Context: an optimization exercise on an open-source flow, tuned for small area and a short achievable clock period. The choices shown serve that exercise and are no tape-out recipe. In this exercise RTL edits were held to simulation tests only and were not proved equivalent to the original. Power is estimated from default activity; no workload was simulated.

==> run.sh <==
#!/bin/bash
# synth_recipe.tcl (not shown) runs the flow's synth.tcl, then flattens the netlist and writes it again
# the make line also repeats each setting of config.mk as NAME=value (left out here)
make -C /OpenROAD-flow-scripts/flow DESIGN_CONFIG=/design/flow/config.mk WORK_HOME=/design/flow/orfs CLKGATE_MAP_FILE= SYNTH_SCRIPT=/design/flow/synth_recipe.tcl finish
==> config.mk <==
export PLATFORM = sky130hd
export DESIGN_NAME = ex_unit
export DESIGN_NICKNAME = ex_unit
export VERILOG_FILES = /design/flow/design.v
export SDC_FILE = /design/flow/constraint.sdc
export NUM_CORES = 4
export LEC_CHECK = 0
export CAP_MARGIN = 20
export CORE_MARGIN = 2
export CORE_UTILIZATION = 40
export SLEW_MARGIN = 20
==> constraint.sdc <==
create_clock -name core_clock -period 5.0 [get_ports {clk}]
set_input_delay 1.0000 -clock core_clock [delete_from_list [all_inputs] [get_ports {clk}]]
set_output_delay 1.0000 -clock core_clock [all_outputs]
set_load 0.01 [all_outputs]
==> design.v <==
`default_nettype none
package ex_pkg;
    localparam int xlen = 32;
    localparam int shamt_w = 5;
    typedef logic [4:0] reg_addr_t;
    typedef logic [xlen-1:0] word_t;
    localparam logic [6:0] op_imm    = 7'b0010011;
    localparam logic [6:0] op_reg    = 7'b0110011;
    localparam logic [6:0] op_branch = 7'b1100011;
    localparam logic [6:0] op_jal    = 7'b1101111;
    localparam logic [6:0] op_jalr   = 7'b1100111;
    localparam logic [6:0] op_lui    = 7'b0110111;
    localparam logic [6:0] op_auipc  = 7'b0010111;
    localparam logic [2:0] f3_add  = 3'b000;
    localparam logic [2:0] f3_sll  = 3'b001;
    localparam logic [2:0] f3_slt  = 3'b010;
    localparam logic [2:0] f3_sltu = 3'b011;
    localparam logic [2:0] f3_xor  = 3'b100;
    localparam logic [2:0] f3_sr   = 3'b101;
    localparam logic [2:0] f3_or   = 3'b110;
    localparam logic [2:0] f3_and  = 3'b111;
    localparam logic [2:0] f3_beq  = 3'b000;
    localparam logic [2:0] f3_bne  = 3'b001;
    localparam logic [2:0] f3_blt  = 3'b100;
    localparam logic [2:0] f3_bge  = 3'b101;
    localparam logic [2:0] f3_bltu = 3'b110;
    localparam logic [2:0] f3_bgeu = 3'b111;
    typedef struct packed {
        logic [6:0] funct7;
        reg_addr_t  rs2;
        reg_addr_t  rs1;
        logic [2:0] funct3;
        reg_addr_t  rd;
        logic [6:0] opcode;
    } r_fmt_t;
    typedef struct packed {
        logic [11:0] imm;
        reg_addr_t   rs1;
        logic [2:0]  funct3;
        reg_addr_t   rd;
        logic [6:0]  opcode;
    } i_fmt_t;
    typedef union packed {
        r_fmt_t r_fmt;
        i_fmt_t i_fmt;
    } rv_inst_u;
    typedef enum logic [4:0] {
        alu_add,
        alu_sub,
        alu_sll,
        alu_srl,
        alu_sra,
        alu_slt,
        alu_sltu,
        alu_xor,
        alu_or,
        alu_and,
        alu_pass_b,
        alu_beq,
        alu_bne,
        alu_blt,
        alu_bge,
        alu_bltu,
        alu_bgeu,
        alu_jal,
        alu_jalr,
        alu_none
    } alu_op_e;
    typedef struct packed {
        logic     valid;
        word_t    pc;
        rv_inst_u inst;
        word_t    rs1_data;
        word_t    rs2_data;
    } ex_issue_t;
    typedef struct packed {
        logic      valid;
        alu_op_e   op;
        reg_addr_t rd;
        word_t     a;
        word_t     b;
        word_t     pc;
        word_t     imm;
    } ex_uop_t;
    typedef struct packed {
        logic      we;
        reg_addr_t rd;
        word_t     data;
    } ex_wb_t;
    typedef struct packed {
        logic  flag;
        word_t addr;
    } ex_jump_t;
endpackage
`default_nettype wire
`timescale 1ns/10ps
`default_nettype none
module ex_decode (
    input  logic              clk,
    input  logic              reset_i,
    input  ex_pkg::ex_issue_t issue_i,
    output ex_pkg::ex_uop_t   uop_o
);
    ex_pkg::rv_inst_u inst;
    ex_pkg::word_t    imm_i;
    ex_pkg::word_t    imm_b;
    ex_pkg::word_t    imm_j;
    ex_pkg::word_t    imm_u;
    ex_pkg::ex_uop_t  uop_d;
    function automatic ex_pkg::alu_op_e arith_op(input logic [2:0] f3, input logic alt,
                                         input logic is_reg);
        ex_pkg::alu_op_e op;
        case (f3)
            ex_pkg::f3_add:  op = (alt && is_reg) ? ex_pkg::alu_sub : ex_pkg::alu_add;
            ex_pkg::f3_sll:  op = ex_pkg::alu_sll;
            ex_pkg::f3_slt:  op = ex_pkg::alu_slt;
            ex_pkg::f3_sltu: op = ex_pkg::alu_sltu;
            ex_pkg::f3_xor:  op = ex_pkg::alu_xor;
            ex_pkg::f3_sr:   op = alt ? ex_pkg::alu_sra : ex_pkg::alu_srl;
            ex_pkg::f3_or:   op = ex_pkg::alu_or;
            ex_pkg::f3_and:  op = ex_pkg::alu_and;
            default: op = ex_pkg::alu_none;
        endcase
        arith_op = op;
    endfunction
    function automatic ex_pkg::alu_op_e branch_op(input logic [2:0] f3);
        ex_pkg::alu_op_e op;
        case (f3)
            ex_pkg::f3_beq:  op = ex_pkg::alu_beq;
            ex_pkg::f3_bne:  op = ex_pkg::alu_bne;
            ex_pkg::f3_blt:  op = ex_pkg::alu_blt;
            ex_pkg::f3_bge:  op = ex_pkg::alu_bge;
            ex_pkg::f3_bltu: op = ex_pkg::alu_bltu;
            ex_pkg::f3_bgeu: op = ex_pkg::alu_bgeu;
            default: op = ex_pkg::alu_none;
        endcase
        branch_op = op;
    endfunction
    assign inst = issue_i.inst;
    assign imm_i = {{20{inst.i_fmt.imm[11]}}, inst.i_fmt.imm};
    assign imm_b = {{20{inst.r_fmt.funct7[6]}}, inst.r_fmt.rd[0],
                    inst.r_fmt.funct7[5:0], inst.r_fmt.rd[4:1], 1'b0};
    assign imm_j = {{12{inst.i_fmt.imm[11]}}, inst.i_fmt.rs1, inst.i_fmt.funct3,
                    inst.i_fmt.imm[0], inst.i_fmt.imm[10:1], 1'b0};
    assign imm_u = {inst.i_fmt.imm, inst.i_fmt.rs1, inst.i_fmt.funct3, 12'b0};
    always_comb begin
        uop_d.valid = issue_i.valid;
        uop_d.op    = ex_pkg::alu_none;
        uop_d.rd    = inst.r_fmt.rd;
        uop_d.a     = issue_i.rs1_data;
        uop_d.b     = issue_i.rs2_data;
        uop_d.pc    = issue_i.pc;
        uop_d.imm   = imm_i;
        case (inst.r_fmt.opcode)
            ex_pkg::op_reg: begin
                uop_d.op = arith_op(inst.r_fmt.funct3, inst.r_fmt.funct7[5], 1'b1);
            end
            ex_pkg::op_imm: begin
                uop_d.op = arith_op(inst.i_fmt.funct3, inst.r_fmt.funct7[5], 1'b0);
                uop_d.b  = imm_i;
            end
            ex_pkg::op_branch: begin
                uop_d.op  = branch_op(inst.r_fmt.funct3);
                uop_d.imm = imm_b;
            end
            ex_pkg::op_jal: begin
                uop_d.op  = ex_pkg::alu_jal;
                uop_d.imm = imm_j;
            end
            ex_pkg::op_jalr: begin
                if (inst.i_fmt.funct3 == 3'b000) begin
                    uop_d.op = ex_pkg::alu_jalr;
                end
            end
            ex_pkg::op_lui: begin
                uop_d.op  = ex_pkg::alu_pass_b;
                uop_d.b   = imm_u;
                uop_d.imm = imm_u;
            end
            ex_pkg::op_auipc: begin
                uop_d.op  = ex_pkg::alu_pass_b;
                uop_d.b   = issue_i.pc + imm_u;
                uop_d.imm = imm_u;
            end
            default: begin
                uop_d.op = ex_pkg::alu_none;
            end
        endcase
    end
    always_ff @(posedge clk) begin
        uop_o <= uop_d;
        if (reset_i) begin
            uop_o.valid <= 1'b0;
            uop_o.op    <= ex_pkg::alu_none;
        end
    end
endmodule
`default_nettype wire
`timescale 1ns/10ps
`default_nettype none
module ex_alu (
    input  logic             clk,
    input  logic             reset_i,
    input  ex_pkg::ex_uop_t  uop_i,
    output ex_pkg::ex_wb_t   wb_o,
    output ex_pkg::ex_jump_t jump_o
);
    logic [ex_pkg::shamt_w-1:0] shamt;
    logic               a_lt_b;
    logic               a_ltu_b;
    logic               do_write;
    logic               take_jump;
    ex_pkg::word_t              result;
    ex_pkg::word_t              target;
    ex_pkg::word_t              link;
    ex_pkg::word_t              pc_target;
    ex_pkg::ex_wb_t             wb_d;
    ex_pkg::ex_jump_t           jump_d;
    assign shamt     = uop_i.b[ex_pkg::shamt_w-1:0];
    assign a_lt_b    = $signed(uop_i.a) < $signed(uop_i.b);
    assign a_ltu_b   = uop_i.a < uop_i.b;
    assign link      = uop_i.pc + ex_pkg::word_t'(4);
    assign pc_target = uop_i.pc + uop_i.imm;
    always_comb begin
        result    = '0;
        do_write  = 1'b1;
        take_jump = 1'b0;
        target    = pc_target;
        case (uop_i.op)
            ex_pkg::alu_add:    result = uop_i.a + uop_i.b;
            ex_pkg::alu_sub:    result = uop_i.a - uop_i.b;
            ex_pkg::alu_sll:    result = uop_i.a << shamt;
            ex_pkg::alu_srl:    result = uop_i.a >> shamt;
            ex_pkg::alu_sra:    result = ex_pkg::word_t'($signed(uop_i.a) >>> shamt);
            ex_pkg::alu_slt:    result = {{(ex_pkg::xlen-1){1'b0}}, a_lt_b};
            ex_pkg::alu_sltu:   result = {{(ex_pkg::xlen-1){1'b0}}, a_ltu_b};
            ex_pkg::alu_xor:    result = uop_i.a ^ uop_i.b;
            ex_pkg::alu_or:     result = uop_i.a | uop_i.b;
            ex_pkg::alu_and:    result = uop_i.a & uop_i.b;
            ex_pkg::alu_pass_b: result = uop_i.b;
            ex_pkg::alu_beq: begin
                do_write  = 1'b0;
                take_jump = (uop_i.a == uop_i.b);
            end
            ex_pkg::alu_bne: begin
                do_write  = 1'b0;
                take_jump = (uop_i.a != uop_i.b);
            end
            ex_pkg::alu_blt: begin
                do_write  = 1'b0;
                take_jump = a_lt_b;
            end
            ex_pkg::alu_bge: begin
                do_write  = 1'b0;
                take_jump = !a_lt_b;
            end
            ex_pkg::alu_bltu: begin
                do_write  = 1'b0;
                take_jump = a_ltu_b;
            end
            ex_pkg::alu_bgeu: begin
                do_write  = 1'b0;
                take_jump = !a_ltu_b;
            end
            ex_pkg::alu_jal: begin
                result    = link;
                take_jump = 1'b1;
            end
            ex_pkg::alu_jalr: begin
                result    = link;
                take_jump = 1'b1;
                target    = (uop_i.a + uop_i.imm) & ~ex_pkg::word_t'(1);
            end
            default: begin
                do_write = 1'b0;
            end
        endcase
    end
    always_comb begin
        wb_d.we     = uop_i.valid && do_write;
        wb_d.rd     = wb_d.we ? uop_i.rd : '0;
        wb_d.data   = wb_d.we ? result : '0;
        jump_d.flag = uop_i.valid && take_jump;
        jump_d.addr = jump_d.flag ? target : '0;
    end
    always_ff @(posedge clk) begin
        if (reset_i) begin
            wb_o   <= '0;
            jump_o <= '0;
        end else begin
            wb_o   <= wb_d;
            jump_o <= jump_d;
        end
    end
endmodule
`default_nettype wire
`timescale 1ns/10ps
`default_nettype none
module ex_top (
    input  logic              clk,
    input  logic              reset_i,
    input  ex_pkg::ex_issue_t issue_i,
    output ex_pkg::ex_wb_t    wb_o,
    output ex_pkg::ex_jump_t  jump_o
);
    ex_pkg::ex_uop_t uop;
    ex_decode u_decode (
        .clk     (clk),
        .reset_i (reset_i),
        .issue_i (issue_i),
        .uop_o   (uop)
    );
    ex_alu u_alu (
        .clk     (clk),
        .reset_i (reset_i),
        .uop_i   (uop),
        .wb_o    (wb_o),
        .jump_o  (jump_o)
    );
endmodule
`default_nettype wire
`timescale 1ns/10ps
`default_nettype none
module ex_unit (
    input  logic        clk,
    input  logic        reset_i,
    input  logic        issue_valid_i,
    input  logic [31:0] issue_pc_i,
    input  logic [31:0] issue_inst_i,
    input  logic [31:0] issue_rs1_i,
    input  logic [31:0] issue_rs2_i,
    output logic        wb_we_o,
    output logic [4:0]  wb_rd_o,
    output logic [31:0] wb_data_o,
    output logic        jump_flag_o,
    output logic [31:0] jump_addr_o
);
    ex_pkg::ex_issue_t issue;
    ex_pkg::ex_wb_t    wb;
    ex_pkg::ex_jump_t  jump;
    assign issue.valid    = issue_valid_i;
    assign issue.pc       = issue_pc_i;
    assign issue.inst     = issue_inst_i;
    assign issue.rs1_data = issue_rs1_i;
    assign issue.rs2_data = issue_rs2_i;
    ex_top u_top (
        .clk     (clk),
        .reset_i (reset_i),
        .issue_i (issue),
        .wb_o    (wb),
        .jump_o  (jump)
    );
    assign wb_we_o     = wb.we;
    assign wb_rd_o     = wb.rd;
    assign wb_data_o   = wb.data;
    assign jump_flag_o = jump.flag;
    assign jump_addr_o = jump.addr;
endmodule
`default_nettype wire
==> results.txt <==
- For this block, the routed nets add up to 93600 µm of wire.
- The actual slew at the worst max-slew pin is 1.14 ns.
- The count of boundary I/O pins is 202.
- Setup violations remaining at the end of the flow were counted as 0.
- The synthesized netlist devotes between 15 and 20% of its cell area to simple gates.
- In this run the number of cells on the critical path is 13.
- The final number of hold-violating endpoints is 0.
- The internal portion of the total power is between 3 and 4 mW.
- In the synthesized netlist the async set-or-reset flop fraction comes to 0%.
- Across all layers, the routed design uses 21472 vias.
- The via count of the first global-routing pass came to about 20000.
- The synthesized design contains 0 enable-type register cells.
- The run finished with no timing, DRC or antenna violations.
- The main combinational cell family by area after synthesis is compound AO/OA/AOI/OAI gates.
- Counting cells, the worst reg-to-reg path comes to 13.
- The complex-gate fraction of the synthesized area is 29.8%.
- The synthesized netlist occupies a cell area of roughly 0.019 mm².
- The number of storage elements in the synthesis netlist is 210.
- The number of max-cap violations is 0.
- From left edge to right edge, the die measures about 220 µm.
- The die covers around 0.050 mm².
- The cell occurring most often along the worst timing path is sky130_fd_sc_hd__o21ai_0.
- The count of distinct cell types in the synthesized netlist is 88.
- In this run the power spent charging and discharging nets is 2.13 mW.
- The number of design rule violations left after detail routing is 0.
- The critical path goes through inv_1, ha_1, o21bai_1, o211ai_1, a211oi_1, a211oi_2, o21ai_0, buf_4, o21ai_0, a21oi_1, xnor2_1, a221oi_1, nor2_1.
- The total global-route track usage is between 30% and 40%.
- The die is approximately 220 µm tall.
- The HPWL reported at the end of detailed placement is roughly 74000 µm.
- Summing all placed instances gives a cell area of roughly 0.022 mm².
- The nature of the critical path startpoint is a register.
- For this run, the post-layout net count is 3000.
- The mux cell area share after synthesis is 7.68%.
- Once layout is done, the placed cells without fillers occupy approximately 0.023 mm².
- In this run the static leakage power is 9.58 nW.
- For hold timing, the worst endpoint is u_top.u_alu.wb_o[35]$_SDFF_PP0_.
- The kind of cell with the highest combined delay on the critical path is compound AO/OA/AOI/OAI gates.
- The worst hold path stage count is 1.
- Combinational logic is responsible for between 30% and 40% of the overall power.
- OpenSTA, run right after detailed placement, puts the worst setup slack at about 0.6 ns.
- After clock tree synthesis, the clock-pin slew on the worst setup and hold paths is ~0.070 ns.
- The delay of the slowest cell on the worst path is 0.67 ns.
- Leaving out fill and tap cells, the most frequent cell in the layout is sky130_fd_sc_hd__nor2_1.
- The smallest setup slack after layout is roughly 0.85 ns.
- The fraction of power spent switching nets is 36.2%.
- The number of antenna violations at the first check in global routing is 6.
- The final RePlAce weighted congestion is 1.05.
- The clock period minus worst slack is 4.15 ns.
- The synthesized netlist net count is 2828.
- The clock power share is between 30% and 40%.
- The highest ir drop seen on vdd is roughly 0.23 mV.
- The prevailing post-synth register cell is sky130_fd_sc_hd__dfxtp_1.
- The number of buffers inserted during clock tree synthesis is 26.
- Once the floorplan was initialized, standard cells occupied between 40% and 50% of the core.
- The type of the most critical hold path is register to register.
- Averaged over all synthesized cells, the footprint is around 7.6 µm².
- In this run the clock root is driven by a sky130_fd_sc_hd__clkbuf_16.
- Synthesis handed over a netlist of between 2000 and 3000 instances.
- STA puts the critical path data arrival time at roughly 4.6 ns.
- The worst setup path is captured at a register.
- Compared with the post-synthesis result, the final layout area differs by 20.3%.
- CTS built an H-tree with a depth of 1.
- The largest fanout of any net on the critical path is 7.
- In this run the critical register-to-register path is captured at u_top.u_alu.wb_o[29]$_SDFF_PP0_.
- The global-route congestion overflow total is 0.
- The buffer depth of the longest clock path is 3.
- The area inside the core boundary is between 0.04 and 0.05 mm².
- The power per cell area is roughly 250 mW/mm².
- Input and output buffers added on the ports amount to 201.
- TritonCTS built the clock tree.
- The slack of the worst reg-to-reg path is between 0.8 and 0.9 ns.
- Dividing the detail-routed via count by the number of cells gives 6.46.
- The global-route wire length before repair is approximately 140000 µm.
- The number of gates resized after CTS was 0.
- The post-CTS setup-driven buffer insertion count is 0.
- In this run, flip-flops and latches consume a little under a third of the power.
- Setup total negative slack on the finished layout was measured at 0 ns.
- The category of the most critical setup path is register to register.
- The area share of fa/ha/maj cells after synthesis is about 12%.
- Between clock sinks in the finished design, the worst skew comes to around 0.019 ns.
- After detailed routing, the average wire length per cell comes to approximately 28 µm.
- The total clock sinks is 210.
- The share of layout cells above drive strength 1 is 8.28%.
- The count of hold buffers inserted by post-cts repair is 0.
- The number of buffers and inverters on the critical path is 2.
- Of the available clock period, the critical path in the final layout requires slightly above 80%.
- The count of nets left with antenna violations once routing finished came out at 0.
- The fraction of synthesized cell area in xor and xnor cells is 4.88%.
- In this run the most critical hold path is launched from u_top.u_decode.uop_o[131]$_DFF_P_.
- The slowest cell on the critical path is sky130_fd_sc_hd__a211oi_2.
- The number of rows in the core area is 80.
- The required time at the endpoint of the critical path is 5.46 ns.
- The final number of max-transition violations was 0.
- The top cell types in the final layout, fill and taps aside, are sky130_fd_sc_hd__nor2_1 (257), sky130_fd_sc_hd__nand2_1 (231), sky130_fd_sc_hd__a21oi_1 (228), sky130_fd_sc_hd__dfxtp_1 (206), sky130_fd_sc_hd__clkdlybuf4s50_1 (201).
- Setup repair after global routing left no endpoint under its margin.
- The length of the first detailed-routing pass in iterations is 6.
- Derived from the worst setup path, the maximum achievable clock frequency is roughly 240 MHz.
- The total number of yosys warnings is 2.
- The clock network latency to the later pin of the worst-skew pair is about 0.58 ns.
- The largest net degree at the start of global routing is 59.
- The critical register-to-register path startpoint is u_top.u_decode.uop_o[97]$_DFF_P_.
- In this run, the number of DRC markers left after iteration 0 of detailed routing was around 2900.
- The remaining max-slew budget at the tightest pin is 23.8%.
- The sequential cell area fraction in the yosys report is about 22%.
[cells by family after synthesis]
group	after synthesis
mux	111
simple gates	767
xor+xnor	107
flops	210
fa+ha+maj	183
compound gates	866
buf+inv	270
[Yosys cell counts, drive strengths merged, types with 10 or more instances]
library cell / instances / area (µm²)
a22oi: 23 / 173
a21oi: 228 / 1140
clkbuf: 112 / 422
or2: 14 / 87.6
a211oi: 36 / 280
buf: 43 / 209
dfxtp: 210 / 4200
nand4: 18 / 113
and2: 13 / 81.3
o2111ai: 10 / 87.6
o221ai: 11 / 96.3
o211ai: 41 / 313
nor3: 47 / 240
xnor2: 58 / 508
inv: 113 / 424
mux2i: 81 / 811
o22ai: 25 / 156
a31oi: 40 / 256
mux4: 29 / 653
nor4: 16 / 100
xor2: 49 / 429
or3: 16 / 100
nor2: 261 / 982
ha: 178 / 2230
o21bai: 16 / 120
nor2b: 19 / 119
a2111oi: 10 / 87.6
o21a: 19 / 143
o21ai: 181 / 906
o31ai: 24 / 199
and3: 27 / 170
nand3: 53 / 265
a221o: 14 / 140
nand2b: 29 / 181
a21o: 62 / 467
a221oi: 39 / 342
nand2: 231 / 867
[routing by layer]
metal,global-route usage [%],wire [µm]
met5,0,11
met4,20.6,5950
met3,8.11,10000
met2,54.8,39700
met1,48.2,38000
[worst max-delay path by stage]
stage	startpoint	to
2_1_floorplan	u_top.u_decode.uop_o[66]$_DFF_P_	u_top.u_alu.wb_o[22]$_SDFF_PP0_
3_3_place_gp	issue_inst_i[13]	u_top.u_decode.uop_o[94]$_DFF_P_
3_5_place_dp	issue_inst_i[13]	u_top.u_decode.uop_o[94]$_DFF_P_
4_1_cts	u_top.u_decode.uop_o[0]$_DFF_P_	u_top.u_alu.jump_o[30]$_SDFF_PP0_
5_1_grt	u_top.u_decode.uop_o[97]$_DFF_P_	u_top.u_alu.wb_o[29]$_SDFF_PP0_
6_report	u_top.u_decode.uop_o[97]$_DFF_P_	u_top.u_alu.wb_o[29]$_SDFF_PP0_
[through the flow]
stage | power, mW | std cells | util, % | hold WS (ns)
after detailed placement | 3.72 | 3273 | 46.6 | 0.441
after floorplan | 3.03 | 2514 | - | 0.429
after CTS | 5.84 | 3321 | 48.6 | 0.458
final | 5.89 | 3323 | 48.6 | 0.452
after global placement | 3.72 | 3273 | 46.6 | 0.438
after global routing | 6.10 | 3321 | 48.6 | 0.472
[state kept, by name (all words and copies together) (netlist names)]
name and flops:
u_top.u_decode.uop_o 139, u_top.u_alu.wb_o 38, u_top.u_alu.jump_o 33
[power groups by stage]
stage | clock, mW | combinational (mW) | sequential [mW]
2_1_floorplan | 0 | 1.21 | 1.83
3_3_place_gp | 0 | 1.84 | 1.87
3_5_place_dp | 0 | 1.85 | 1.87
4_1_cts | 2.15 | 1.86 | 1.84
5_1_grt | 2.21 | 2.04 | 1.85
6_report | 2.13 | 1.92 | 1.84
[cell type report]
| class | count | area, µm² |
|---|---|---|
| fill | 4676 | 24400 |
| antenna | 2 | 5.00 |
| timing repair buffer | 299 | 2750 |
| multi-input combinational | 2034 | 14000 |
| clock inverter | 18 | 240 |
| inverter | 115 | 432 |
| tap | 615 | 769 |
| sequential | 210 | 4210 |
| clock buffer | 30 | 707 |

[separate check: timing with driven ports]
No port has a modelled driver above. Below, the same layout with a new extraction and two added sets of constraints.
Step 1 sets driving cells, clkbuf_16 on the clock port and buf_2 on the other inputs (assumed; they add their load-dependent delay and slew).
Step 2 moves the port delays by t, midway between the first and last clock arrival at a register: inputs arrive t later, outputs are due t later. That takes back most of the time a late clock gives input paths.
a / b / c = no drivers / after step 1 / after step 2; a / b = the first two.
shift t [ns]: 0.633
setup slack, ns: 0.853 / 0.853 / 0.463
hold slack, ns: 0.452 / 0.452 / 0.452
latest minus earliest clock arrival (ns): 0.020 / 0.019
worst slew at a driven data input, ns: 0.08
After both steps setup and hold are still met in this run. For this run, drivers alone change the setup slack by 0.000 ns; drivers and shift together by -0.390 ns.
